Source: an optimization exercise on an open RTL-to-GDS flow (aim: small area, a short achievable clock period and few clock cycles per item). Production flows keep margins and buffers that such runs may drop.
The RTL was checked by simulation tests, not by an equivalence proof against the original design.
Power is estimated from default activity; no workload was simulated.

## flow/design.v (module list and top-level ports; edited modules follow where they fit)
// module roberts_stream_conv_ctrl: 164 lines
// module roberts_mac_s1: 368 lines
// module roberts_mac_s2: 79 lines
// module roberts_mac_corr: 38 lines
module roberts_stream_conv_ctrl #(
  parameter int ROWS = 512,
  parameter int COLS = 512,
  parameter int CW   = 10
) (
  input  logic       clk,
  input  logic       rst,
  input  logic       k_wr_en,
  input  logic [1:0] k_wr_idx,
  input  logic [7:0] k_wr_data,
  input  logic       start,
  output logic       busy,
  output logic       done,
  input  logic       s_valid,
  output logic       s_ready,
  input  logic [7:0] s_data,
  output logic       m_valid,
  input  logic       m_ready,
  output logic [7:0] m_data,
  output logic       m_last
);
  // ...
==> flow/flow/run.sh <==
#!/bin/bash
# Layout flow: the standard ORFS flow (standard.sh, unchanged synthesis and
# steps), with two tool options changed:
#  - the port buffers that buffer_ports inserts are buf_4 cells instead of the
#    default clkdlybuf4s50_1 delay cells (every port still gets its buffer);
#  - repair_timing aims for a larger setup slack margin, so it sizes the
#    critical paths for a shorter period than the constraint's 12 ns.
# The SDC, clock period, I/O delays and loads are the standard flow's, untouched.
set -euo pipefail
export BUFFER_PORTS_ARGS="-buffer_cell sky130_fd_sc_hd__buf_4"
export SETUP_SLACK_MARGIN=8.0
bash standard.sh > standard_flow.log 2>&1
==> flow/standard.sh <==
#!/bin/bash
# synth_recipe.tcl (not shown) runs the flow's synth.tcl, then flattens the netlist and writes it again
# the make line also repeats each setting of config.mk as NAME=value (left out here)
make -C /OpenROAD-flow-scripts/flow DESIGN_CONFIG=/design/flow/config.mk WORK_HOME=/design/flow/orfs CLKGATE_MAP_FILE= SYNTH_SCRIPT=/design/flow/synth_recipe.tcl "${@:-finish}"
==> flow/config.mk <==
export PLATFORM = sky130hd
export DESIGN_NAME = roberts_stream_conv_ctrl
export DESIGN_NICKNAME = roberts_stream_conv_ctrl
export VERILOG_FILES = /design/flow/design.v
export SDC_FILE = /design/flow/constraint.sdc
export NUM_CORES = 4
export LEC_CHECK = 0
export CAP_MARGIN = 20
export CORE_MARGIN = 2
export CORE_UTILIZATION = 40
export SLEW_MARGIN = 20
==> flow/constraint.sdc <==
create_clock -name core_clock -period 12.0 [get_ports {clk}]
set_input_delay 2.4000 -clock core_clock [delete_from_list [all_inputs] [get_ports {clk}]]
set_output_delay 2.4000 -clock core_clock [all_outputs]
set_load 0.01 [all_outputs]
==> summary.txt, run 1 <==
Critical path
  – Critical path capture point type: flip-flop
  – Worst Reg-to-Reg Cells: 13
  – Worst EP arrival: 4.62 ns
  – Buf/Inv on CP: 2
  – Worst setup path class: flip-flop to flip-flop

Placed design
  – Hpwl dp: roughly 120,000 um

Global route
  – Overflow after GRT: 0
  – Grt met1 use: about a fifth

CTS
  – CTS root buf: clkbuf_16

Synth
  – Post-Synthesis Cells: between 6,000 and 7,000
  – Register area share after synthesis: 82.9%
  – Synth Area in XOR/XNOR: less than 1%
  – Post-Syn Area: 105,000 um2
  – Number of synthesized flops with an enable pin: just under 70
  – FFs w/ async S/R, synth: approximately 1.0%

Power and ir drop
  – Sequential Power: 15.0 mW
  – P_int: 24.5 mW

Run status
  – Status: no timing/DRC/antenna violations

Die
  – Die width: 517 um

Route
  – DR WL met2: 83,400 um

Timing
  – Worst setup slack after layout: 7.97 ns
  – Fmax: 248 MHz
  – Actual slew at the worst max-slew pin: 1.06 ns
  – Pins Over Slew Limit: 0
  – Crit path time final: 4.03 ns

Final layout
  – Clock buffers: 538
  – Multi-input gate area: 16,600 um2
  – Final core occ: 47.2%

Min path
  – HP Class: flip-flop to flip-flop
Testbench counts, summed over its fixed seeds: cycles 2,097,192, items 2,097,152.
==> module roberts_stream_conv_ctrl, before the edit <==
module roberts_stream_conv_ctrl #(
  parameter int ROWS = 512,
  parameter int COLS = 512,
  parameter int CW   = 10
) (
  input  logic       clk,
  input  logic       rst,
  input  logic       k_wr_en,
  input  logic [1:0] k_wr_idx,
  input  logic [7:0] k_wr_data,
  input  logic       start,
  output logic       busy,
  output logic       done,
  input  logic       s_valid,
  output logic       s_ready,
  input  logic [7:0] s_data,
  output logic       m_valid,
  input  logic       m_ready,
  output logic [7:0] m_data,
  output logic       m_last
);
  localparam int N     = COLS;           
  localparam int QW    = $clog2(N);      
  localparam int SB    = 4;              
  localparam int S     = 1 << SB;
  localparam int T     = N / S;          
  localparam int DEPTH = 4;              
  localparam logic [QW-1:0] LAST_ROW = QW'(ROWS - 1);
  localparam logic [QW-1:0] LAST_COL = QW'(COLS - 1);
  logic          busy_q, done_q, run_q, srdy_q, mv_q;
  logic [QW-1:0] q_q, col_q, row_q;
  logic [2:0]    cnt_q;
  logic [3:0][7:0] k_q;
  logic [7:0]      a_q, b_q, c_q, d_q;
  logic fire, pop, start_acc, last_px, border;
  logic run_d, aligned_d;
  logic [2:0] cnt_d;
  assign fire      = s_valid && srdy_q;
  assign pop       = mv_q && m_ready;
  assign start_acc = start && !busy_q;
  assign last_px   = (row_q == LAST_ROW) && (col_q == LAST_COL);
  assign border    = (row_q == '0) || (col_q == '0) || (row_q == LAST_ROW) || (col_q == LAST_COL);
  assign run_d     = start_acc || (run_q && !(fire && last_px));
  assign aligned_d = start_acc || fire || (q_q[SB-1:0] == {SB{1'b1}});
  assign cnt_d     = cnt_q + {2'b0, fire} - {2'b0, pop};
  logic [N-1:0][7:0] ring;
  logic [7:0]        b_rd;
  logic              we_q;
  logic [QW-SB-1:0]  wt_q;
  always_comb begin
    b_rd = ring[{q_q[QW-1:SB], {SB{1'b0}}}];
  end
  logic [N-1:0][7:0] ring_d;
  always_comb begin
    ring_d = {ring[N-2:0], ring[N-1]};
    if (we_q) ring_d[{wt_q, SB'(2)}] = d_q;
  end
  always_ff @(posedge clk) ring <= ring_d;
  localparam int MIDW = 51;              
  logic            v1_q, bd1_q, ls1_q;
  logic            v2_q, bd2_q, ls2_q;
  logic [17:0]     corr_q, corr_d;
  logic [MIDW-1:0] mid1, mid2_q;
  logic [17:0]     cs2_s, cs2_c, pos2;
  logic [7:0]      neg2;
  logic            big2;
  logic [7:0]      res2;
  always_ff @(posedge clk) begin
    if (fire) begin
      a_q <= b_q;
      b_q <= b_rd;
      c_q <= d_q;
      d_q <= s_data;
    end
    corr_q <= corr_d;
    bd1_q  <= border;
    ls1_q  <= last_px;
    mid2_q <= mid1;
    bd2_q  <= bd1_q;
    ls2_q  <= ls1_q;
  end
  roberts_mac_corr u_corr (
    .k0(k_q[0]), .k1(k_q[1]), .k2(k_q[2]), .k3(k_q[3]), .corr(corr_d)
  );
  roberts_mac_s1 u_mac1 (
    .k0(k_q[0]), .k1(k_q[1]), .k2(k_q[2]), .k3(k_q[3]),
    .x0(a_q),    .x1(b_q),    .x2(c_q),    .x3(d_q),
    .corr(corr_q), .mid(mid1)
  );
  roberts_mac_s2 u_mac2 (.mid(mid2_q), .csa_s(cs2_s), .csa_c(cs2_c));
  assign pos2 = cs2_s + cs2_c;
  assign neg2 = (~cs2_s[7:0]) + (~cs2_c[7:0]) + 8'd2;
  assign big2 = pos2[17] ? !((&pos2[16:8]) && (|pos2[7:0])) : (|pos2[16:8]);
  assign res2 = bd2_q ? 8'd0 : (big2 ? 8'hFF : (pos2[17] ? neg2 : pos2[7:0]));
  logic [DEPTH-1:0][8:0] fifo_q;
  logic [2:0]            n_q;
  logic                  push;
  logic [8:0]            push_val;
  assign push     = v2_q;
  assign push_val = {ls2_q, res2};
  always_ff @(posedge clk) begin
    for (int i = 0; i < DEPTH; i++) begin
      if (pop) begin
        if (push && 3'(i) == n_q - 3'd1)
          fifo_q[i] <= push_val;
        else if (i + 1 < DEPTH)
          fifo_q[i] <= fifo_q[(i + 1) % DEPTH];
      end else if (push && 3'(i) == n_q) begin
        fifo_q[i] <= push_val;
      end
    end
  end
  always_ff @(posedge clk or posedge rst) begin
    if (rst) begin
      busy_q <= 1'b0;
      done_q <= 1'b0;
      run_q  <= 1'b0;
      srdy_q <= 1'b0;
      mv_q   <= 1'b0;
      cnt_q  <= '0;
      n_q    <= '0;
      k_q    <= '0;
      v1_q   <= 1'b0;
      v2_q   <= 1'b0;
      we_q   <= 1'b0;
    end else begin
      if (!busy_q && k_wr_en) k_q[k_wr_idx] <= k_wr_data;
      busy_q <= start_acc || (busy_q && !done_q);
      done_q <= pop && fifo_q[0][8];
      run_q  <= run_d;
      srdy_q <= run_d && aligned_d && (cnt_d < 3'(DEPTH));
      cnt_q  <= cnt_d;
      n_q    <= n_q + {2'b0, push} - {2'b0, pop};
      mv_q   <= (n_q + {2'b0, push} - {2'b0, pop}) != 3'd0;
      v1_q   <= fire;
      v2_q   <= v1_q;
      we_q   <= fire;
    end
  end
  always_ff @(posedge clk) begin
    wt_q <= q_q[QW-1:SB];
    if (start_acc) begin
      q_q   <= '0;
      col_q <= '0;
      row_q <= '0;
    end else begin
      if (!fire) q_q <= q_q + 1'b1;
      if (fire) begin
        if (col_q == LAST_COL) begin
          col_q <= '0;
          row_q <= (row_q == LAST_ROW) ? '0 : row_q + 1'b1;
        end else begin
          col_q <= col_q + 1'b1;
        end
      end
    end
  end
  assign busy    = busy_q;
  assign done    = done_q;
  assign s_ready = srdy_q;
  assign m_valid = mv_q;
  assign m_data  = fifo_q[0][7:0];
  assign m_last  = fifo_q[0][8];
endmodule
==> run 2, diff against run 1 <==
--- a/flow/design.v
+++ b/flow/design.v
@@ -26,3 +26,3 @@
   localparam int T     = N / S;          
-  localparam int DEPTH = 4;              
+  localparam int DEPTH = 5;              
   localparam logic [QW-1:0] LAST_ROW = QW'(ROWS - 1);
@@ -61,2 +61,4 @@
   logic            v2_q, bd2_q, ls2_q;
+  logic            v3_q, ls3_q;
+  logic [7:0]      res3_q;
   logic [17:0]     corr_q, corr_d;
@@ -80,2 +82,4 @@
     ls2_q  <= ls1_q;
+    res3_q <= res2;
+    ls3_q  <= ls2_q;
   end
@@ -98,4 +102,4 @@
   logic [8:0]            push_val;
-  assign push     = v2_q;
-  assign push_val = {ls2_q, res2};
+  assign push     = v3_q;
+  assign push_val = {ls3_q, res3_q};
   always_ff @(posedge clk) begin
@@ -124,2 +128,3 @@
       v2_q   <= 1'b0;
+      v3_q   <= 1'b0;
       we_q   <= 1'b0;
@@ -136,2 +141,3 @@
       v2_q   <= v1_q;
+      v3_q   <= v2_q;
       we_q   <= fire;
--- a/flow/flow/run.sh
+++ b/flow/flow/run.sh
@@ -10,3 +10,3 @@
 export BUFFER_PORTS_ARGS="-buffer_cell sky130_fd_sc_hd__buf_4"
-export SETUP_SLACK_MARGIN=8.0
+export SETUP_SLACK_MARGIN=8.2
 bash standard.sh > standard_flow.log 2>&1
--- a/flow/config.mk
+++ b/flow/config.mk
@@ -9,3 +9,5 @@
 export CORE_MARGIN = 2
-export CORE_UTILIZATION = 40
+export CORE_UTILIZATION = 55
+export CTS_CLUSTER_DIAMETER = 60
+export CTS_CLUSTER_SIZE = 30
 export SLEW_MARGIN = 20
==> summary.txt, run 2 <==
Synth
  – Syn nets: 6,986 (was 7,027)
  – FFs w/ async S/R, synth: 1.06% (was 1.04%)
  – Yosys cell types: 66 (was 72)
  – Register area share after synthesis: 83.1% (was 82.9%)
  – Syn. warnings: 1 (unchanged)
  – Most frequent cell after synthesis: dfxtp_1 (unchanged)
  – Top cell type by total area after synthesis: dfxtp_1 (unchanged)
  – Number of synthesized flops with an enable pin: 77 (was 68)
  – Post-Synthesis Cells: 6,737 (was 6,783)
  – Post-Syn Area: 106,000 um2 (was 105,000 um2)
  – Synth Register Bits: 4,333 (was 4,314)
  – Largest cells by area after synthesis: dfxtp_1 (80%), mux2_2 (2.7%), fa_1 (2.6%) (was dfxtp_1 (80%), fa_1 (2.6%), mux2_2 (2.2%))
  – Synth Flop Type: dfxtp_1 (unchanged)
  – Syn Area/Cell: 15.7 um2 (was 15.5 um2)
  – Area fraction of the dominant cell type after synthesis: 79.8% (was 79.9%)
  – Most frequent cells after synthesis: dfxtp_1 (4,210), nand2_1 (309), mux2_2 (253) (was dfxtp_1 (4,201), nand2_1 (323), o21ai_0 (237))

Timing
  – Final TNS setup: 0 ns (unchanged)
  – Final hold violations: 0 (unchanged)
  – Hold Slack: 0.312 ns (was 0.277 ns)
  – Actual slew at the worst max-slew pin: 1.19 ns (was 1.06 ns)
  – Pins Over Slew Limit: 0 (unchanged)
  – Clock skew: 0.0723 ns (was 0.0482 ns)
  – RSZ-0062 raised after global routing: yes (unchanged)
  – # setup viols final: 0 (unchanged)
  – Crit path time final: 3.84 ns (was 4.03 ns)
  – Max_slew headroom: 20.1% (was 29.5%)
  – Fmax: 260 MHz (was 248 MHz)
  – Tcrit/Tclk final: 32.0% (was 33.6%)

Critical path
  – Most repeated library cell on the critical path: fa_2
  – Critical path capture point type: flip-flop (unchanged)
  – Critical path peak fanout: 4 (was 6)
  – Setup crit start kind: flip-flop (unchanged)
  – Worst setup path class: flip-flop to flip-flop (unchanged)
  – Required time of the critical path: 12.69 ns (was 12.59 ns)
  – Delay-heaviest family, CP: adder cells (was simple AND/OR/NAND/NOR gates)
  – CP peak stage delay: 0.65 ns (was 0.63 ns)
  – Worst EP arrival: 4.53 ns (was 4.62 ns)
  – Reg2Reg Setup Slack: 8.16 ns (was 7.97 ns)
  – CP max-delay cell: fa_2 (was or4_4)
  – Buf/Inv on CP: 3 (was 2)
  – Critical-path cell list: buf_6 -> a21oi_2 -> a21oi_1 -> o22ai_1 -> a21oi_2 -> fa_2 -> inv_2 -> fa_1 -> fa_2 -> inv_1 -> fa_2 -> fa_1 (was inv_1 -> fa_1 -> inv_1 -> ha_1 -> a21oi_1 -> o21ai_1 -> a21oi_1 -> o21ai_1 -> xor2_1 -> or4_4 -> or4_4 -> a22oi_2 -> o21ai_0)

Route
  – Final WL: 179,000 um (was 190,000 um)
  – Post-route antenna net violation count: 0 (unchanged)
  – Average routed wire per standard cell: 18.9 um (was 17.4 um)
  – Via Count: 44,700 (was 46,500)
  – Detailed router's first-iteration violation count: 2,834 (was 2,681)
  – First-pass DRT Iterations: 5 (was 6)
  – DRC violations left: 0 (unchanged)
  – Via/cell ratio: 4.69 (was 4.25)

Power and ir drop
  – P_int: 21.0 mW (was 24.5 mW)
  – Seq pwr share: 51.0% (was 44.3%)
  – Comb power frac: 23.5% (was 20.1%)
  – Max IR drop VDD: 0.170 mV (was 0.243 mV)
  – Clock power share: 25.4% (was 35.6%)
  – Psw: 8.76 mW (was 9.45 mW)
  – Sw Ratio: 29.5% (was 27.8%)
  – Leak: 46.5 nW (was 49.5 nW)
  – Power Density: 256 nW/um2 (was 275 nW/um2)
  – Pwr Total: 29.7 mW (was 34.0 mW)

Global route
  – All-Layer GR Usage: 18.3% (was 14.1%)
  – First-pass GRT wire length: 269,000 um (was 285,000 um)
  – Initial antenna violation count: 12 (was 19)
  – Largest net degree at the start of global routing: 51 (unchanged)
  – Vias in the first global route: 43,400 (was 46,400)
  – Overflow after GRT: 0 (unchanged)

Min path
  – HP Class: flip-flop to flip-flop (unchanged)

Run
  – Max-cap violations: 0 (unchanged)

CTS
  – H-tree lvl count: 4 (was 5)
  – CTS root buf: clkbuf_16 (unchanged)
  – Clk Latency, worst-skew pair: 0.88 ns (was 0.86 ns)
  – Clock tree buffer depth: 3 (was 4)
  – CTS Buf Count: 187 (was 380)
  – Clock Sinks: 4,333 (was 4,314)
  – Clock Pin Slew Worst Setup and Hold Paths: 0.11 ns (was 0.07 ns)
  – CTS tree: built (unchanged)

Die
  – Core Region: 190,000 um2 (was 262,000 um2)
  – Top-level I/O count: 37 (unchanged)
  – Full die area: 195,000 um2 (was 267,000 um2)
  – Die Ht: 442 um (was 517 um)
  – Number of placement rows: 160 (was 188)
  – Die width: 442 um (was 517 um)
  – Initial Util: 55.5% (was 40.2%)

Final layout
  – Layout cells sized above 1: 13.6% (was 16.3%)
  – Max reg flops: 4,096 (unchanged)
  – Commonest non-fill, non-tap cell in the layout: dfxtp_1 (unchanged)
  – Top reg by flops: ring (unchanged)
  – Most frequent cells in the layout: dfxtp_1 (4,207), nand2_1 (305), mux2_2 (253) (was dfxtp_1 (4,197), clkbuf_16 (391), nand2_1 (320))
  – Final core occ: 61.1% (was 47.2%)
  – Multi-input gate area: 16,700 um2 (was 16,600 um2)
  – # nets final: 7,154 (was 7,336)
  – Reg area: 87,800 um2 (was 87,300 um2)
  – P&R area growth vs syn: 10.2% (was 17.5%)
  – Fill cell count: 14,200 (was 22,300)
  – Largest registers: ring (4096), mid2_q (51), fifo_q (45) (was ring (4096), mid2_q (51), fifo_q (36))

Placed design
  – Final Wtd Congestion: 0.847 (was 0.873)
  – Hpwl dp: 111,000 um (was 116,000 um)
  – # port buffers: 36 (unchanged)

Run status
  – Status: no timing/DRC/antenna violations (unchanged)
## run 2: cell count changes after synthesis, moves of 7 or more
cell	before	now
nor2_1	191	201
inv_1	216	196
nand3_1	31	22
mux2_2	210	253
buf_1	32	20
edfxtp_1	68	77
a221oi_1	7	14
o211ai_1	28	35
nor2b_1	23	15
a22oi_1	16	3
o21ai_1	11	1
nand2_1	323	309
o31ai_1	16	8
dfxtp_1	4201	4210
## run 2: routing by layer
layer,vias up,GRT usage [%],routed length [um]
met2,670,27.2,76000
met5,-,0,20
met3,282,2.66,6030
met4,2,6.41,5700
li1,22000,-,-
met1,21700,27.5,91800
## run 2: what timing repair did
action / in CTS / in global routing
buffers inserted: 81 / 43
resized for setup: 96 / 98
endpoints found under the setup margin: 50 / 34
gates cloned: 3 / 2
hold buffers: 0 / 0
pin swaps: 11 / 45
## run 2: layout make-up
class	count	area share (%)
diodes	6	0.0129
clock buffers	212	4.26
clock inverters	71	0.881
inverters	198	0.657
multi-input cells	1969	14.3
flip-flops and latches	4333	75.5
well taps	2511	2.70
repair buffers	216	1.71
## run 2: kinds of logic after synthesis
kind of cell / synth area share, %
and+or+nand+nor: 2.63
xor gates and xnor gates: 0.830
buffers and inverters: 1.60
DFF: 83.1
muxes: 4.42
adders and majority gates: 4.03
AOI/OAI and AO/OA: 3.39
## run 2: power by group through the flow
| stage | Clock, mW | Combinational (mW) | Sequential [mW] |
|---|---|---|---|
| 2_1_floorplan | 0 | 4.75 | 15.3 |
| 3_3_place_gp | 0 | 6.49 | 15.6 |
| 3_5_place_dp | 0 | 6.54 | 15.6 |
| 4_1_cts | 7.78 | 6.87 | 15.2 |
| 5_1_grt | 8.29 | 8.01 | 15.2 |
| 6_report | 7.56 | 7.00 | 15.2 |
## run 2: worst paths after layout
check,from,to,cells after the start
min reg2reg,ring[2647]$_DFF_P_,ring[2655]$_DFF_P_,0
max reg2reg,a_q[4]$_DFFE_PP_,mid2_q[34]$_DFF_P_,12
max in group asynchronous,rst,k_q[6]$_DFFE_PP0P_,3
min,ring[2647]$_DFF_P_,ring[2655]$_DFF_P_,0
max,a_q[4]$_DFFE_PP_,mid2_q[34]$_DFF_P_,12
min in group asynchronous,rst,v1_q$_DFF_PP0_,2
## run 2: stage by stage
stage | cells | setup WS [ns] | area [um2]
after global routing | 9512 | 8.08 | 116000
after floorplan | 6737 | 8.07 | 106000
after CTS | 9465 | 8.12 | 116000
after global placement | 9097 | 7.34 | 109000
final | 9516 | 8.16 | 116000
after detailed placement | 9098 | 7.31 | 109000
Testbench counts of run 2, summed over its fixed seeds: cycles 2,097,200, items 2,097,152.
==> run 3, diff against run 2 <==
==> flow/flow/run.sh (replaced) <==
#!/bin/bash
# Layout flow: the standard ORFS flow (standard.sh, unchanged synthesis and
# steps), with these tool options changed:
#  - the port buffers that buffer_ports inserts are buf_4 cells instead of the
#    default clkdlybuf4s50_1 delay cells (every port still gets its buffer);
#  - repair_timing aims for a larger setup slack margin, so it sizes the
#    critical paths for a shorter period than the constraint's 12 ns;
#  - clock tree synthesis clusters up to 30 sinks per leaf buffer and inserts
#    no dummy loads.
# The SDC, clock period, I/O delays and loads are the standard flow's, untouched.
set -euo pipefail
export BUFFER_PORTS_ARGS="-buffer_cell sky130_fd_sc_hd__buf_4"
export SETUP_SLACK_MARGIN=8.2
export CTS_ARGS="-sink_clustering_enable -repair_clock_nets -sink_clustering_size 30 -sink_clustering_max_diameter 60 -dont_use_dummy_load"
bash standard.sh > standard_flow.log 2>&1
--- a/flow/config.mk
+++ b/flow/config.mk
@@ -7,2 +7,3 @@
 export LEC_CHECK = 0
+export ABC_AREA = 1
 export CAP_MARGIN = 20
==> summary.txt, run 3 <==
Power and ir drop
  – Leak: 45.2 nW (was 46.5 nW)
  – P_int: 21.7 mW (was 21.0 mW)
  – Clock power share: 20.9% (was 25.4%)
  – Seq pwr share: 48.1% (was 51.0%)
  – Comb power frac: 31.0% (was 23.5%)
  – Sw Ratio: 32.1% (was 29.5%)
  – Psw: 10.2 mW (was 8.76 mW)
  – Max IR drop VDD: 0.391 mV (was 0.170 mV)
  – Power Density: 284 nW/um2 (was 256 nW/um2)

Critical path
  – Worst Reg-to-Reg Cells: 13 (was 12)
  – Crit Reg-Reg Startpoint: k_q[3]$_DFFE_PP0P_ (was a_q[4]$_DFFE_PP_)
  – Critical path peak fanout: 7 (was 4)
  – Required time of the critical path: 12.72 ns (was 12.69 ns)
  – Reg2Reg Setup Slack: 8.11 ns (was 8.16 ns)
  – Critical path capture point type: flip-flop (unchanged)
  – Worst R2R End: mid2_q[28]$_DFF_P_ (was mid2_q[34]$_DFF_P_)
  – Worst EP arrival: 4.60 ns (was 4.53 ns)
  – Worst setup path class: flip-flop to flip-flop (unchanged)
  – Setup crit start kind: flip-flop (unchanged)

Die
  – Number of placement rows: 159 (was 160)
  – Top-level I/O count: 37 (unchanged)
  – Full die area: 193,000 um2 (was 195,000 um2)
  – Core Region: 188,000 um2 (was 190,000 um2)
  – Initial Util: 55.4% (was 55.5%)
  – Die Ht: 439 um (was 442 um)
  – Die width: 439 um (was 442 um)

Synth
  – Register area share after synthesis: 84.4% (was 83.1%)
  – Most frequent cells after synthesis: dfxtp_1 (4,210), o21ai_0 (696), nand2_1 (377) (was dfxtp_1 (4,210), nand2_1 (309), mux2_2 (253))
  – Syn. warnings: 1 (unchanged)
  – Synth Flop Type: dfxtp_1 (unchanged)
  – Top cell type by total area after synthesis: dfxtp_1 (unchanged)
  – Synth Register Bits: 4,333 (unchanged)
  – Largest cells by area after synthesis: dfxtp_1 (81%), o21ai_0 (3.4%), fa_1 (2.6%) (was dfxtp_1 (80%), mux2_2 (2.7%), fa_1 (2.6%))
  – FFs w/ async S/R, synth: 1.06% (unchanged)
  – Post-Synthesis Cells: 7,053 (was 6,737)
  – Post-Syn Area: 104,000 um2 (was 106,000 um2)
  – Number of synthesized flops with an enable pin: 77 (unchanged)
  – Most frequent cell after synthesis: dfxtp_1 (unchanged)
  – Yosys cell types: 48 (was 66)
  – Area fraction of the dominant cell type after synthesis: 81.1% (was 79.8%)
  – Syn Area/Cell: 14.7 um2 (was 15.7 um2)
  – Syn nets: 7,302 (was 6,986)

Final layout
  – Top reg by flops: ring (unchanged)
  – Layout cells sized above 1: 6.86% (was 13.6%)
  – Fill cell count: 14,500 (was 14,200)
  – Reg area: 87,800 um2 (about the same)
  – Max reg flops: 4,096 (unchanged)
  – P&R area growth vs syn: 8.12% (was 10.2%)
  – # nets final: 7,438 (was 7,154)
  – Largest registers: ring (4096), mid2_q (51), fifo_q (45) (unchanged)
  – Most frequent cells in the layout: dfxtp_1 (4,208), o21ai_0 (694), nand2_1 (367) (was dfxtp_1 (4,207), nand2_1 (305), mux2_2 (253))
  – Commonest non-fill, non-tap cell in the layout: dfxtp_1 (unchanged)
  – Multi-input gate area: 14,500 um2 (was 16,700 um2)

Route
  – Via/cell ratio: 4.75 (was 4.69)
  – Detailed router's first-iteration violation count: 3,067 (was 2,834)
  – First-pass DRT Iterations: 18 (was 5)
  – Average routed wire per standard cell: 18.8 um (was 18.9 um)
  – DRC violations left: 0 (unchanged)
  – Final WL: 182,000 um (was 179,000 um)
  – Post-route antenna net violation count: 0 (unchanged)
  – Via Count: 46,000 (was 44,700)

CTS
  – H-tree lvl count: 4 (unchanged)
  – CTS root buf: clkbuf_16 (unchanged)
  – Clock Sinks: 4,333 (unchanged)
  – CTS Buf Count: 185 (was 187)
  – Clock Pin Slew Worst Setup and Hold Paths: 0.09 ns (was 0.11 ns)
  – Clk Latency, worst-skew pair: 0.85 ns (was 0.88 ns)
  – Clock tree buffer depth: 3 (unchanged)
  – CTS tree: built (unchanged)
  – Hold buffer count at CTS: 0 (unchanged)

Run
  – Max-cap violations: 0 (unchanged)

Timing
  – Pins Over Slew Limit: 0 (unchanged)
  – Fmax: 257 MHz (was 260 MHz)
  – Final TNS setup: 0 ns (unchanged)
  – # setup viols final: 0 (unchanged)
  – Tcrit/Tclk final: 32.4% (was 32.0%)
  – Hold Slack: 0.259 ns (was 0.312 ns)
  – Final hold violations: 0 (unchanged)
  – Max_slew headroom: 35.8% (was 20.1%)
  – Actual slew at the worst max-slew pin: 0.962 ns (was 1.19 ns)
  – Worst setup slack after layout: 8.11 ns (was 8.16 ns)
  – Crit path time final: 3.89 ns (was 3.84 ns)
  – RSZ-0062 raised after global routing: yes (unchanged)
  – Clock skew: 0.0808 ns (was 0.0723 ns)

Global route
  – All-Layer GR Usage: 19.0% (was 18.3%)
  – Largest net degree at the start of global routing: 93 (was 51)
  – Overflow after GRT: 0 (unchanged)
  – Initial antenna violation count: 8 (was 12)
  – Vias in the first global route: 44,800 (was 43,400)
  – First-pass GRT wire length: 273,000 um (was 269,000 um)

Placed design
  – Hpwl dp: 119,000 um (was 111,000 um)
  – # port buffers: 36 (unchanged)
  – Place WS: 7.64 ns (was 7.31 ns)
  – Final Wtd Congestion: 0.874 (was 0.847)

Min path
  – Hold endpoint: ring[171]$_DFF_P_ (was ring[2655]$_DFF_P_)
  – Beginning of the worst hold path: ring[163]$_DFF_P_ (was ring[2647]$_DFF_P_)
  – Hold depth: 0 (unchanged)
  – HP Class: flip-flop to flip-flop (unchanged)

Run status
  – Status: no timing/DRC/antenna violations (unchanged)
run 3: layout make-up:
type	count	area share (%)
Antenna cell	2	0.00445
Clock buffer	185	4.12
Inverter	383	1.32
Multi-Input combinational cell	2166	12.9
Sequential cell	4333	78.1
Tap cell	2495	2.78
Timing Repair Buffer	120	0.855
run 3: per-layer routing:
metal | part of all wire, % | vias up | GRT usage [%]
met5 | 0 | - | 0
met4 | 2.5 | 0 | 5.20
met3 | 3.7 | 276 | 2.81
met2 | 44 | 775 | 29.4
met1 | 50 | 22300 | 27.8
li1 | - | 22600 | -
run 3: worst max path at each step:
| stage | depth (start not counted) | from | endpoint |
|---|---|---|---|
| after global placement | 10 | s_valid | row_q[7]$_SDFFE_PP0P_ |
| after floorplan | 10 | s_valid | srdy_q$_DFF_PP0_ |
| after global routing | 12 | k_q[5]$_DFFE_PP0P_ | mid2_q[28]$_DFF_P_ |
| final | 13 | k_q[3]$_DFFE_PP0P_ | mid2_q[28]$_DFF_P_ |
| after CTS | 14 | k_q[3]$_DFFE_PP0P_ | mid2_q[22]$_DFF_P_ |
| after detailed placement | 11 | k_q[3]$_DFFE_PP0P_ | mid2_q[34]$_DFF_P_ |
run 3: timing repair:
action / 4_1_cts / 5_1_grt
buffers inserted: 30 / 12
gates resized for setup: 64 / 38
pin swaps: 21 / 18
endpoints found under the setup margin: 29 / 18
run 3: kinds of logic (layout without fill, tap and decap cells):
| kind of cell | Yosys count | in the layout | synth area share (%) |
|---|---|---|---|
| xor gates and xnor gates | 160 | 160 | 1.35 |
| buffers and inverters | 554 | 688 | 2.07 |
| DFF | 4333 | 4333 | 84.4 |
| AOI/OAI and AO/OA | 985 | 985 | 5.11 |
| muxes | 36 | 36 | 0.390 |
| other | 0 | 2 | 0 |
| adders and majority gates | 225 | 225 | 3.70 |
| and+or+nand+nor | 760 | 760 | 3.00 |
run 3: power by group through the flow:
stage | Clock [mW] | Combinational (mW) | Sequential (mW)
finish | 6.68 | 9.89 | 15.3
global route | 7.41 | 11.4 | 15.4
CTS | 6.89 | 9.82 | 15.3
detailed placement | 0 | 9.56 | 15.7
global placement | 0 | 9.29 | 15.7
floorplan | 0 | 6.72 | 15.5
run 3: metrics by stage:
stage / power, mW / instances / cell area [um2] / utilization (%)
2_1_floorplan: 22.2 / 7053 / 104000 / -
3_3_place_gp: 25.0 / 9454 / 107000 / 57.1
3_5_place_dp: 25.3 / 9455 / 107000 / 57.1
4_1_cts: 32.0 / 9670 / 112000 / 59.7
5_1_grt: 34.2 / 9682 / 112000 / 59.9
6_report: 31.9 / 9684 / 112000 / 59.9
run 3: worst max-delay path, cell delays in order (launching register included):
cell	delay, ns
dfrtp_4	0.54
nand2_2	0.10
nor2_2	0.05
a21oi_2	0.11
buf_6	0.16
o22ai_1	0.08
xor2_1	0.17
fa_1	0.51
inv_2	0.06
fa_1	0.52
fa_2	0.53
inv_1	0.06
fa_2	0.37
fa_2	0.54
==> module roberts_mac_corr, before the edit <==
module roberts_mac_corr (
  input  logic [7:0] k0, k1, k2, k3,
  output logic [17:0] corr
);
  assign corr = 18'd88064
              + ({17'b0, k0[1]} << 0)
              + ({17'b0, ~k0[1]} << 9)
              + ({17'b0, k0[3]} << 2)
              + ({17'b0, ~k0[3]} << 11)
              + ({17'b0, k0[5]} << 4)
              + ({17'b0, ~k0[5]} << 13)
              + ({17'b0, k0[7]} << 6)
              + ({17'b0, ~k0[7]} << 15)
              + ({17'b0, k1[1]} << 0)
              + ({17'b0, ~k1[1]} << 9)
              + ({17'b0, k1[3]} << 2)
              + ({17'b0, ~k1[3]} << 11)
              + ({17'b0, k1[5]} << 4)
              + ({17'b0, ~k1[5]} << 13)
              + ({17'b0, k1[7]} << 6)
              + ({17'b0, ~k1[7]} << 15)
              + ({17'b0, k2[1]} << 0)
              + ({17'b0, ~k2[1]} << 9)
              + ({17'b0, k2[3]} << 2)
              + ({17'b0, ~k2[3]} << 11)
              + ({17'b0, k2[5]} << 4)
              + ({17'b0, ~k2[5]} << 13)
              + ({17'b0, k2[7]} << 6)
              + ({17'b0, ~k2[7]} << 15)
              + ({17'b0, k3[1]} << 0)
              + ({17'b0, ~k3[1]} << 9)
              + ({17'b0, k3[3]} << 2)
              + ({17'b0, ~k3[3]} << 11)
              + ({17'b0, k3[5]} << 4)
              + ({17'b0, ~k3[5]} << 13)
              + ({17'b0, k3[7]} << 6)
              + ({17'b0, ~k3[7]} << 15);
endmodule
==> run 4, diff against run 3 <==
--- a/flow/design.v
+++ b/flow/design.v
@@ -621,35 +621,8 @@
 );
-  assign corr = 18'd88064
-              + ({17'b0, k0[1]} << 0)
-              + ({17'b0, ~k0[1]} << 9)
-              + ({17'b0, k0[3]} << 2)
-              + ({17'b0, ~k0[3]} << 11)
-              + ({17'b0, k0[5]} << 4)
-              + ({17'b0, ~k0[5]} << 13)
-              + ({17'b0, k0[7]} << 6)
-              + ({17'b0, ~k0[7]} << 15)
-              + ({17'b0, k1[1]} << 0)
-              + ({17'b0, ~k1[1]} << 9)
-              + ({17'b0, k1[3]} << 2)
-              + ({17'b0, ~k1[3]} << 11)
-              + ({17'b0, k1[5]} << 4)
-              + ({17'b0, ~k1[5]} << 13)
-              + ({17'b0, k1[7]} << 6)
-              + ({17'b0, ~k1[7]} << 15)
-              + ({17'b0, k2[1]} << 0)
-              + ({17'b0, ~k2[1]} << 9)
-              + ({17'b0, k2[3]} << 2)
-              + ({17'b0, ~k2[3]} << 11)
-              + ({17'b0, k2[5]} << 4)
-              + ({17'b0, ~k2[5]} << 13)
-              + ({17'b0, k2[7]} << 6)
-              + ({17'b0, ~k2[7]} << 15)
-              + ({17'b0, k3[1]} << 0)
-              + ({17'b0, ~k3[1]} << 9)
-              + ({17'b0, k3[3]} << 2)
-              + ({17'b0, ~k3[3]} << 11)
-              + ({17'b0, k3[5]} << 4)
-              + ({17'b0, ~k3[5]} << 13)
-              + ({17'b0, k3[7]} << 6)
-              + ({17'b0, ~k3[7]} << 15);
+  logic [8:0] nsum;
+  assign nsum = {2'b0, k0[7], 1'b0, k0[5], 1'b0, k0[3], 1'b0, k0[1]}
+              + {2'b0, k1[7], 1'b0, k1[5], 1'b0, k1[3], 1'b0, k1[1]}
+              + {2'b0, k2[7], 1'b0, k2[5], 1'b0, k2[3], 1'b0, k2[1]}
+              + {2'b0, k3[7], 1'b0, k3[5], 1'b0, k3[3], 1'b0, k3[1]};
+  assign corr = {9'b0, nsum} - {nsum, 9'b0};
 endmodule
==> summary.txt, run 4 <==
Final layout
  – Reg area: 87,800 um2 (about the same)
  – Max reg flops: 4,096 (unchanged)
  – Final core occ: 59.9% (about the same)
  – Top reg by flops: ring (unchanged)
  – Multi-input gate area: 14,300 um2 (was 14,500 um2)
  – Commonest non-fill, non-tap cell in the layout: dfxtp_1 (unchanged)
  – Most frequent cells in the layout: dfxtp_1 (4,206), o21ai_0 (689), nand2_1 (374) (was dfxtp_1 (4,208), o21ai_0 (694), nand2_1 (367))
  – Layout cells sized above 1: 7.15% (was 6.86%)
  – # nets final: 7,414 (was 7,438)
  – Post-Layout Inst Area: 112,000 um2 (about the same)
  – Fill cell count: 14,500 (about the same)
  – Largest registers: ring (4096), mid2_q (51), fifo_q (45) (unchanged)
  – P&R area growth vs syn: 8.24% (was 8.12%)

Critical path
  – Reg2Reg Setup Slack: 8.17 ns (was 8.11 ns)
  – Crit. Startpoint: k_q[5]$_DFFE_PP0P_ (was k_q[3]$_DFFE_PP0P_)
  – Worst Reg-to-Reg Cells: 11 (was 13)
  – Worst EP arrival: 4.50 ns (was 4.60 ns)
  – Critical path peak fanout: 8 (was 7)
  – Required time of the critical path: 12.67 ns (was 12.72 ns)
  – Worst R2R End: mid2_q[25]$_DFF_P_ (was mid2_q[28]$_DFF_P_)
  – Crit Reg-Reg Startpoint: k_q[5]$_DFFE_PP0P_ (was k_q[3]$_DFFE_PP0P_)
  – Setup crit start kind: flip-flop (unchanged)
  – Critical path capture point type: flip-flop (unchanged)
  – Worst setup path class: flip-flop to flip-flop (unchanged)

Synth
  – Top cell type by total area after synthesis: dfxtp_1 (unchanged)
  – Area fraction of the dominant cell type after synthesis: 81.2% (was 81.1%)
  – Post-Synthesis Cells: 7,048 (was 7,053)
  – Synth Flop Type: dfxtp_1 (unchanged)
  – Most frequent cell after synthesis: dfxtp_1 (unchanged)
  – Number of synthesized flops with an enable pin: 77 (unchanged)
  – FFs w/ async S/R, synth: 1.06% (about the same)
  – Syn nets: 7,274 (was 7,302)
  – Syn Area/Cell: 14.7 um2 (about the same)
  – Post-Syn Area: 104,000 um2 (about the same)
  – Syn. warnings: 1 (unchanged)
  – Yosys cell types: 48 (unchanged)
  – Most frequent cells after synthesis: dfxtp_1 (4,209), o21ai_0 (690), nand2_1 (384) (was dfxtp_1 (4,210), o21ai_0 (696), nand2_1 (377))
  – Largest cells by area after synthesis: dfxtp_1 (81%), o21ai_0 (3.3%), fa_1 (2.6%) (was dfxtp_1 (81%), o21ai_0 (3.4%), fa_1 (2.6%))
  – Register area share after synthesis: 84.6% (was 84.4%)
  – Synth Register Bits: 4,332 (was 4,333)

Power and ir drop
  – Max IR drop VDD: 0.567 mV (was 0.391 mV)
  – Clock power share: 21.1% (was 20.9%)
  – Pwr Total: 31.8 mW (was 31.9 mW)
  – Power Density: 283 nW/um2 (was 284 nW/um2)
  – Seq pwr share: 48.1% (about the same)
  – P_int: 21.6 mW (was 21.7 mW)
  – Comb power frac: 30.8% (was 31.0%)
  – Psw: 10.2 mW (about the same)
  – Leak: 45.2 nW (about the same)
  – Sw Ratio: 32.1% (about the same)

Timing
  – # setup viols final: 0 (unchanged)
  – Final hold violations: 0 (unchanged)
  – Max_slew headroom: 32.4% (was 35.8%)
  – Actual slew at the worst max-slew pin: 1.00 ns (was 0.962 ns)
  – Clock skew: 0.0842 ns (was 0.0808 ns)
  – Pins Over Slew Limit: 0 (unchanged)
  – Crit path time final: 3.83 ns (was 3.89 ns)
  – Tcrit/Tclk final: 31.9% (was 32.4%)
  – Final TNS setup: 0 ns (unchanged)
  – RSZ-0062 raised after global routing: yes (unchanged)
  – Fmax: 261 MHz (was 257 MHz)

Global route
  – All-Layer GR Usage: 18.8% (was 19.0%)
  – Initial antenna violation count: 7 (was 8)
  – Largest net degree at the start of global routing: 79 (was 93)
  – First-pass GRT wire length: 270,000 um (was 273,000 um)
  – Overflow after GRT: 0 (unchanged)
  – Vias in the first global route: 44,500 (was 44,800)

Run status
  – Status: no timing/DRC/antenna violations (unchanged)

Route
  – Via Count: 45,900 (was 46,000)
  – Post-route antenna net violation count: 0 (unchanged)
  – Via/cell ratio: 4.74 (was 4.75)
  – Final WL: 181,000 um (was 182,000 um)
  – Average routed wire per standard cell: 18.7 um (was 18.8 um)
  – Detailed router's first-iteration violation count: 3,054 (was 3,067)
  – First-pass DRT Iterations: 5 (was 18)
  – DRC violations left: 0 (unchanged)

Die
  – Die Ht: 438 um (was 439 um)
  – Top-level I/O count: 37 (unchanged)
  – Initial Util: 55.3% (was 55.4%)
  – Core Region: 188,000 um2 (about the same)
  – Number of placement rows: 159 (unchanged)
  – Full die area: 192,000 um2 (was 193,000 um2)
  – Die width: 438 um (was 439 um)

Min path
  – HP Class: flip-flop to flip-flop (unchanged)
  – Hold endpoint: ring[3243]$_DFF_P_ (was ring[171]$_DFF_P_)
  – Hold depth: 0 (unchanged)
  – Beginning of the worst hold path: ring[3235]$_DFF_P_ (was ring[163]$_DFF_P_)

Placed design
  – # port buffers: 36 (unchanged)
  – Hpwl dp: 117,000 um (was 119,000 um)
  – Final Wtd Congestion: 0.878 (was 0.874)
  – Placement Cell Area: 107,000 um2 (about the same)

CTS
  – Clk Latency, worst-skew pair: 0.84 ns (was 0.85 ns)
  – Clock tree buffer depth: 3 (unchanged)
  – CTS root buf: clkbuf_16 (unchanged)
  – CTS tree: built (unchanged)
  – Hold buffer count at CTS: 0 (unchanged)
  – Clock Pin Slew Worst Setup and Hold Paths: 0.10 ns (was 0.09 ns)
  – H-tree lvl count: 4 (unchanged)
  – Clock Sinks: 4,332 (was 4,333)
  – CTS Buf Count: 186 (was 185)

Run
  – Max-cap violations: 0 (unchanged)
-- run 4: changes by cell type after synthesis, sizes merged, moves of 9 or more --
cell | before | now
nand2 | 380 | 397
ha | 88 | 68
o22ai | 170 | 159
nand3 | 71 | 83
nor2 | 251 | 263
inv | 374 | 383
-- run 4: critical path, stage by stage (launching register included) --
cell,delay [ns]
dfrtp_4,0.55
nand2_4,0.10
nor2_2,0.05
a21oi_4,0.26
o22ai_2,0.13
xor2_2,0.17
fa_1,0.59
fa_1,0.46
fa_2,0.38
fa_1,0.55
inv_2,0.04
fa_1,0.44
-- run 4: worst max-delay path by stage --
stage / endpoint / slack, ns / depth (start not counted)
2_1_floorplan: srdy_q$_DFF_PP0_ / 7.99 / 10
3_3_place_gp: row_q[7]$_SDFFE_PP0P_ / 7.46 / 10
3_5_place_dp: row_q[7]$_SDFFE_PP0P_ / 7.46 / 10
4_1_cts: m_data[2] / 8.14 / 1
5_1_grt: mid2_q[25]$_DFF_P_ / 8.05 / 11
6_report: mid2_q[25]$_DFF_P_ / 8.17 / 11
-- run 4: stage by stage --
stage / instances / hold slack [ns] / setup slack, ns
2_1_floorplan: 7048 / 0.310 / 7.99
3_3_place_gp: 9457 / 0.310 / 7.46
3_5_place_dp: 9457 / 0.312 / 7.46
4_1_cts: 9668 / 0.255 / 8.14
5_1_grt: 9682 / 0.256 / 8.05
6_report: 9684 / 0.255 / 8.17
-- run 4: final cells by class --
type,count,area share [%]
Antenna cell,3,0.00669
Sequential cell,4332,78.1
Inverter,395,1.34
Clock buffer,186,4.14
Timing Repair Buffer,123,0.888
Tap cell,2495,2.78
Multi-Input combinational cell,2150,12.7
-- run 4: power by group through the flow --
stage	clock, mW	sequential [mW]	combinational (mW)
final	6.71	15.3	9.78
after global routing	7.41	15.4	11.3
after CTS	6.92	15.3	9.73
after detailed placement	0	15.7	9.55
after global placement	0	15.6	9.34
after floorplan	0	15.5	6.62
-- run 4: cells by family (layout without fill, tap and decap cells) --
| kind of cell | Yosys count | after routing | share of synthesized area (%) |
|---|---|---|---|
| compound gates | 959 | 959 | 5.00 |
| xor+xnor | 163 | 163 | 1.38 |
| fa+ha+maj | 202 | 202 | 3.41 |
| buf+inv | 566 | 704 | 2.12 |
| flops | 4332 | 4332 | 84.6 |
| mux | 36 | 36 | 0.391 |
| other cells | 0 | 3 | 0 |
| simple gates | 790 | 790 | 3.16 |
-- run 4: layer usage --
layer | vias to the layer above | track usage, % | wire length [um]
met3 | 294 | 2.68 | 6810
met2 | 794 | 29.0 | 79300
li1 | 22500 | - | -
met1 | 22300 | 27.4 | 89100
met5 | - | 0 | 0
met4 | 0 | 6.56 | 5920
-- run 4: what timing repair did --
item | in CTS | in global routing
gates resized for setup | 55 | 57
buffers inserted | 25 | 13
pin swaps | 6 | 31
endpoints found under the setup margin | 33 | 28
endpoints found under the hold margin | 0 | 0
Testbench counts of run 4, summed over its fixed seeds: cycles 2,097,200, items 2,097,152.

## separate check: timing with driven ports
The results above use ideal ports. As a check the final layouts listed here were re-extracted and re-timed, cells and wires unchanged. Step 1 (the two cells are an assumption about what drives the block):
set clk [get_ports {clk}]
set_driving_cell -lib_cell sky130_fd_sc_hd__clkbuf_16 $clk
set_driving_cell -lib_cell sky130_fd_sc_hd__buf_2 [delete_from_list [all_inputs] $clk]
Step 2 adds t to the input delays and takes it off the output delays; t is the mean of the earliest and latest rising clock arrival at the registers after step 1. Input paths then give back, and output paths get back, about the clock's delay inside the block. Three values: no drivers, after step 1, after step 2; two values: the first two.
run	t (ns)	setup WS [ns]	slew at the worst register clock pin (ns)
run 1	0.918	7.968 / 7.968 / 7.578	0.07 / 0.07
run 2	0.917	8.156 / 8.140 / 7.709	0.11 / 0.11
run 3	0.887	8.113 / 8.113 / 7.729	0.11 / 0.11
run 4	0.886	8.174 / 8.162 / 7.712	0.11 / 0.11
After both steps setup and hold are still met in every run listed. For run 4, which loses most, drivers alone change the setup slack by -0.012 ns; drivers and shift together by -0.462 ns.
